This design comes from an exercise in tuning for small area on the open sky130 flow, not from production work. Only simulation tests tie the RTL to the original design; equivalence was not proved. The clock input has no modelled driver; a real chip could not lean on it and would need a root buffer or a full tree. Power figures rest on the tool's default switching activity, not on a simulated workload.

== v49 ==
// boardRenderer
module boardRenderer #(
    parameter int PixelCredits = 4
) (
    input  logic                                 clock,
    input  logic                                 reset,
    input  logic [boardPkg::PosWidth-1:0]        redX,
    input  logic [boardPkg::PosWidth-1:0]        redY,
    input  logic [boardPkg::PosWidth-1:0]        blueX,
    input  logic [boardPkg::PosWidth-1:0]        blueY,
    input  logic                                 pixelCredit,
    output logic                                 pixelValid,
    output logic [boardPkg::PixelWidth-1:0]      pixelX,
    output logic [boardPkg::PixelWidth-1:0]      pixelY,
    output logic [boardPkg::ColourWidth-1:0]     pixelColour,
    output logic                                 endOfFrame
);
    localparam int CreditWidth = $clog2(PixelCredits + 1);
    logic hold;
    logic [CreditWidth-1:0] owed;
    logic [3:0] boxColumn;
    logic [3:0] boxRow;
    logic [3:0] innerColumn;
    logic [3:0] innerRow;
    logic [3:0] rX, rY, bX, bY;
    logic emit;
    logic lastColumn;
    logic lastRow;
    logic redHere;
    logic blueHere;
    assign emit = !hold && (owed != CreditWidth'(PixelCredits));
    assign lastColumn = innerColumn[3] && innerColumn[0];
    assign lastRow = innerRow[3] && innerRow[0];
    always_ff @(posedge clock) begin
        if (reset) begin
            hold <= 1'b1;
        end else begin
            hold <= endOfFrame;
        end
    end
    always_ff @(posedge clock) begin
        if (reset) begin
            owed <= '0;
        end else begin
            owed <= owed + CreditWidth'(emit) - CreditWidth'(pixelCredit);
        end
    end
    always_ff @(posedge clock) begin
        if (reset) begin
            innerColumn <= '0;
            innerRow <= '0;
            boxColumn <= '0;
            boxRow <= '0;
        end else if (emit) begin
            if (lastColumn) begin
                innerColumn <= '0;
                if (lastRow) begin
                    innerRow <= '0;
                    boxColumn <= boxColumn + 1'b1;
  ...
Size: ~200 cells after synthesis, about 36 flip-flops, ~42 I/O pins, about 0.0021 sq mm of cells after synthesis.
make LEC_CHECK=0 CAP_MARGIN=20 CORE_MARGIN=2 CORE_UTILIZATION=40 SLEW_MARGIN=20 finish   # period 5.0 ns
run.sh (not shown) runs the stock make flow with config.mk's settings and CLKGATE_MAP_FILE= SYNTH_SCRIPT=/design/flow/synth_recipe.tcl, a recipe that flattens the netlist after the stock synthesis.
In summary, v49 completed successfully, with a layout that passed the timing, design-rule and antenna checks.
Modified inputs, v20 compared to v49
Settings: CTS_BUF_LIST: unset -> sky130_fd_sc_hd__clkbuf_2 sky130_fd_sc_hd__clkbuf_4; ABC_AREA: unset -> 1; CTS_CLUSTER_SIZE: unset -> 40.
Taking v49 as the reference, in v20 number of standard cells in the layout, taps in and fillers out now larger; worst-margin pin slew now sits lower; arithmetic-cell share of the synthesized area counting full adders, half adders and majority gates moved down; cell internal power dissipation now sits at about the same level. Cell area | v20 vs v49 | v20 larger.
Modified inputs, v22 compared to v20
Settings: ABC_AREA no longer set, was 1.
==> flow/flow/run.sh (new file) <==
#!/bin/bash
# Standard synthesis, then an area-driven re-mapping of its combinational logic (registers kept as
# they are), then the standard layout with single-strength port buffers.
set -euo pipefail
W=$PWD
RES=$W/orfs/results/$FLOW_PLATFORM/boardRenderer/base
YOSYS=$(command -v yosys || true)
[[ -n "$YOSYS" ]] || YOSYS=$FLOW_HOME/../tools/install/yosys/bin/yosys

bash standard.sh synth > $W/synth.log 2>&1

cp $RES/1_2_yosys.v $W/1_2_yosys.standard.v
IN=$W/1_2_yosys.standard.v OUT=$W/1_2_yosys.remapped.v SCRIPT=$W/flow/remap.abc \
  $YOSYS -c $W/flow/remap.tcl > $W/remap.log 2>&1
cp $W/1_2_yosys.remapped.v $RES/1_2_yosys.v
rm -f $RES/1_synth.odb $RES/1_synth.sdc

bash standard.sh 'BUFFER_PORTS_ARGS=-buffer_cell sky130_fd_sc_hd__buf_1' finish > $W/layout.log 2>&1
==> flow/flow/remap.abc (new file) <==
strash
&get -n
&deepsyn -T 20
&put
strash
dch -f
amap -F 20 -A 40
topo
==> flow/flow/remap.tcl (new file) <==
# Re-map the combinational cells of the standard synthesis for area; every register keeps its
# instance name and cell.
yosys -import
set lib $::env(FLOW_HOME)/platforms/sky130hd/lib/sky130_fd_sc_hd__tt_025C_1v80.lib
read_liberty -ignore_miss_func $lib
foreach m [list dfxtp_1 dfxtp_2 dfxtp_4 edfxtp_1 edfxbp_1 dfrtp_1 dfrtp_2 dfrtp_4 dfstp_1 dfstp_2 dfstp_4 dfxbp_1 dfxbp_2 dfbbp_1 dfrbp_1 dfrbp_2 dfsbp_1 dfsbp_2 dfbbn_1 dfbbn_2 dfrtn_1 sdfxtp_1 conb_1] {
  catch { setattr -mod -set blackbox 1 sky130_fd_sc_hd__$m }
}
read_verilog $::env(IN)
hierarchy -top boardRenderer
flatten
opt_clean -purge
set du {}
foreach c {probe_p_8 probec_p_8 lpflow_bleeder_1 lpflow_clkbufkapwr_1 lpflow_clkbufkapwr_16 lpflow_clkbufkapwr_2 lpflow_clkbufkapwr_4 lpflow_clkbufkapwr_8 lpflow_clkinvkapwr_1 lpflow_clkinvkapwr_16 lpflow_clkinvkapwr_2 lpflow_clkinvkapwr_4 lpflow_clkinvkapwr_8 lpflow_inputiso0n_1 lpflow_inputiso0p_1 lpflow_inputiso1n_1 lpflow_inputiso1p_1 lpflow_inputisolatch_1 lpflow_isobufsrc_1 lpflow_isobufsrc_16 lpflow_isobufsrc_2 lpflow_isobufsrc_4 lpflow_isobufsrc_8 lpflow_isobufsrckapwr_16 lpflow_lsbuf_lh_isowell_4 lpflow_lsbuf_lh_hl_isowell_tap_1 lpflow_lsbuf_lh_hl_isowell_tap_2 lpflow_lsbuf_lh_hl_isowell_tap_4 lpflow_lsbuf_lh_isowell_tap_1 lpflow_lsbuf_lh_isowell_tap_2 lpflow_lsbuf_lh_isowell_tap_4} {
  lappend du -dont_use sky130_fd_sc_hd__$c
}
abc -liberty $lib {*}$du -script $::env(SCRIPT)
opt_clean -purge
hilomap -singleton -hicell sky130_fd_sc_hd__conb_1 HI -locell sky130_fd_sc_hd__conb_1 LO
splitnets
opt_clean -purge
stat -liberty $lib
write_verilog -noattr -nohex -nodec $::env(OUT)
==> flow/standard.sh (new file) <==
#!/bin/bash
# synth_recipe.tcl (not shown) runs the flow's synth.tcl, then flattens the netlist and writes it again
# the make line also repeats each setting of config.mk as NAME=value (left out here)
make -C /OpenROAD-flow-scripts/flow DESIGN_CONFIG=/design/flow/config.mk WORK_HOME=/design/flow/orfs CLKGATE_MAP_FILE= SYNTH_SCRIPT=/design/flow/synth_recipe.tcl "${@:-finish}"
removed: flow/run.sh
==> comparison <==
- Delta (v22 minus v20): global-route usage now larger, final layout net count down about 19%.
- Summary of v22 over v20: cell area after synthesis went down; clock skew barely changed.
- A slowest stage cell on the critical path of dfxtp_1 is what v22 shows, while clkdlybuf4s50_1 belongs to v20.
Relative to v22, the following input files were edited for v14:
Settings: CTS_BUF_LIST no longer set, was sky130_fd_sc_hd__clkbuf_2 sky130_fd_sc_hd__clkbuf_4; CTS_CLUSTER_SIZE no longer set, was 40.
--- a/flow/flow/run.sh
+++ b/flow/flow/run.sh
@@ -2,3 +2,4 @@
 # Standard synthesis, then an area-driven re-mapping of its combinational logic (registers kept as
-# they are), then the standard layout with single-strength port buffers.
+# they are), then the standard layout with single-strength port buffers and a clock tree of one
+# buffer. Each tool's output goes to a log of its own in this folder.
 set -euo pipefail
@@ -8,2 +9,4 @@
 [[ -n "$YOSYS" ]] || YOSYS=$FLOW_HOME/../tools/install/yosys/bin/yosys
+KNOBS=('BUFFER_PORTS_ARGS=-buffer_cell sky130_fd_sc_hd__buf_1')
+CLKBUF=${CLKBUF:-sky130_fd_sc_hd__clkbuf_8}
 
@@ -17,2 +20,5 @@
 
-bash standard.sh 'BUFFER_PORTS_ARGS=-buffer_cell sky130_fd_sc_hd__buf_1' finish > $W/layout.log 2>&1
+bash standard.sh "${KNOBS[@]}" place > $W/place.log 2>&1
+bash standard.sh "${KNOBS[@]}" run RUN_SCRIPT=$W/flow/cts_one.tcl RUN_LOG_NAME_STEM=4_1_cts \
+  ONE_CLOCK_BUFFER=$CLKBUF CLOCK_PORT_NAME=clock > $W/cts.log 2>&1
+bash standard.sh "${KNOBS[@]}" finish > $W/layout.log 2>&1
==> flow/flow/cts_one.tcl (new file) <==
# Clock tree of one buffer: the clock port drives a single clock buffer placed at the centre of
# the registers, which drives every register's clock pin. Then the same repair and legalisation
# as ORFS's cts.tcl.
utl::set_metrics_stage "cts__{}"
source $::env(SCRIPTS_DIR)/load.tcl
erase_non_stage_variables cts
load_design 3_place.odb 3_place.sdc

set_dont_use $::env(DONT_USE_CELLS)

set block [ord::get_db_block]
set clk_net [$block findNet $::env(CLOCK_PORT_NAME)]
set sx 0
set sy 0
set n 0
foreach iterm [$clk_net getITerms] {
  set box [[$iterm getInst] getBBox]
  set sx [expr { $sx + ([$box xMin] + [$box xMax]) / 2 }]
  set sy [expr { $sy + ([$box yMin] + [$box yMax]) / 2 }]
  incr n
}
set dbu [$block getDbUnitsPerMicron]
set cx [expr { double($sx) / $n / $dbu }]
set cy [expr { double($sy) / $n / $dbu }]
puts "clock sinks: $n, centre ($cx, $cy)"
insert_buffer -buffer_cell $::env(ONE_CLOCK_BUFFER) -net $::env(CLOCK_PORT_NAME) \
  -location [list $cx $cy] -buffer_name clkbuf_root -net_name clknet_root
[$block findNet clknet_root] setSigType CLOCK
$clk_net setSigType CLOCK

set_propagated_clock [all_clocks]
log_cmd estimate_parasitics -placement

set_placement_padding -global \
  -left $::env(CELL_PAD_IN_SITES_DETAIL_PLACEMENT) \
  -right $::env(CELL_PAD_IN_SITES_DETAIL_PLACEMENT)
detailed_placement
log_cmd estimate_parasitics -placement

repair_timing_helper
detailed_placement
check_placement -verbose

report_clock_min_period
report_check_types -max_slew -max_capacitance -violators
report_tns
report_worst_slack -min

orfs_write_db $::env(RESULTS_DIR)/4_1_cts.odb
orfs_write_sdc $::env(RESULTS_DIR)/4_cts.sdc
[summary]
v14: aborted in clock tree synthesis (tool error)
Reported for v14 and v22, area of the mapped netlist turned out identical to the last digit.
On mean post-synth cell area, v14 tracks v22 almost exactly.
From v22 to v14, number of buffer cells added on primary ports did not move at all.
Delta (v14 minus v22): synthesized cell count essentially unchanged, horizontal die dimension barely changed.
Edits applied to the flow inputs when going from v14 to v16:
--- a/flow/flow/run.sh
+++ b/flow/flow/run.sh
@@ -10,3 +10,3 @@
 KNOBS=('BUFFER_PORTS_ARGS=-buffer_cell sky130_fd_sc_hd__buf_1')
-CLKBUF=${CLKBUF:-sky130_fd_sc_hd__clkbuf_8}
+CLKBUF=${CLKBUF:-sky130_fd_sc_hd__clkbuf_16}
 
--- a/flow/flow/cts_one.tcl
+++ b/flow/flow/cts_one.tcl
@@ -27,3 +27,15 @@
   -location [list $cx $cy] -buffer_name clkbuf_root -net_name clknet_root
-[$block findNet clknet_root] setSigType CLOCK
+set clk_net [$block findNet $::env(CLOCK_PORT_NAME)]
+set root_iterms [$clk_net getITerms]
+if { [llength $root_iterms] != 1 } {
+  error "the clock port still drives [llength $root_iterms] cell pins"
+}
+set root [[lindex $root_iterms 0] getInst]
+foreach iterm [$root getITerms] {
+  set net [$iterm getNet]
+  if { $net ne "NULL" && [$iterm isOutputSignal] } {
+    $net setSigType CLOCK
+    puts "clock buffer [$root getName] drives [llength [$net getITerms]] pins"
+  }
+}
 $clk_net setSigType CLOCK
### Flow results
v16: flow completed, timing, DRC and antenna clean. Any difference in mean cell area of the mapped netlist between v14 and v16 is small enough to ignore. v16 -> v14: number of port buffers delta 0, exact match. Compared with v14, in v16 standard cell area after detailed placement ~0 delta, initial standard-cell utilization of the core ~0 delta, cell row count ~0 delta, instance count after placement with tap cells included ~0 delta, horizontal die dimension ~0 delta. Comparing v14 against v16, there is no change at all in half-perimeter wire length after detailed placement. Between v16 and v14, the difference in count of pins on the block boundary is negligible. Area of the mapped netlist across v16 and v14: no real change. Re synthesized cell count: no difference whatsoever between v16 and v14.
The clock cells of v16 come from the design's own scripts or RTL, not from TritonCTS.

==> what the ideal ports hide <==
Ports are ideal in the flow. The routed layouts listed here were re-timed in OpenROAD.
Step 1 sets driving cells, clkbuf_16 on the clock port and buf_2 on the other inputs (assumed; they add their load-dependent delay and slew).
Step 2 also shifts input and output timing later by t, the mid clock arrival at the registers, as if the neighbouring blocks saw the same clock.
a / b / c = no drivers / after step 1 / after step 2; a / b = the first two.
run | t (ns) | slack for setup (ns) | latest minus earliest clock arrival (ns) | slew at the worst register clock pin (ns) | worst slew at a driven data input, ns
v49 | 0.308 | 1.025 / 1.000 / 1.309 | 0.006 / 0.005 | 0.08 / 0.08 | 0.03
v20 | 0.360 | 1.078 / 1.052 / 1.412 | 0.008 / 0.008 | 0.12 / 0.12 | 0.04
v22 | 0.349 | 0.865 / 0.842 / 1.191 | 0.008 / 0.008 | 0.11 / 0.11 | 0.03
v16 | 0.209 | 0.996 / 0.967 / 1.176 | 0.003 / 0.003 | 0.12 / 0.12 | 0.03
After both steps setup and hold are still met in every run listed.
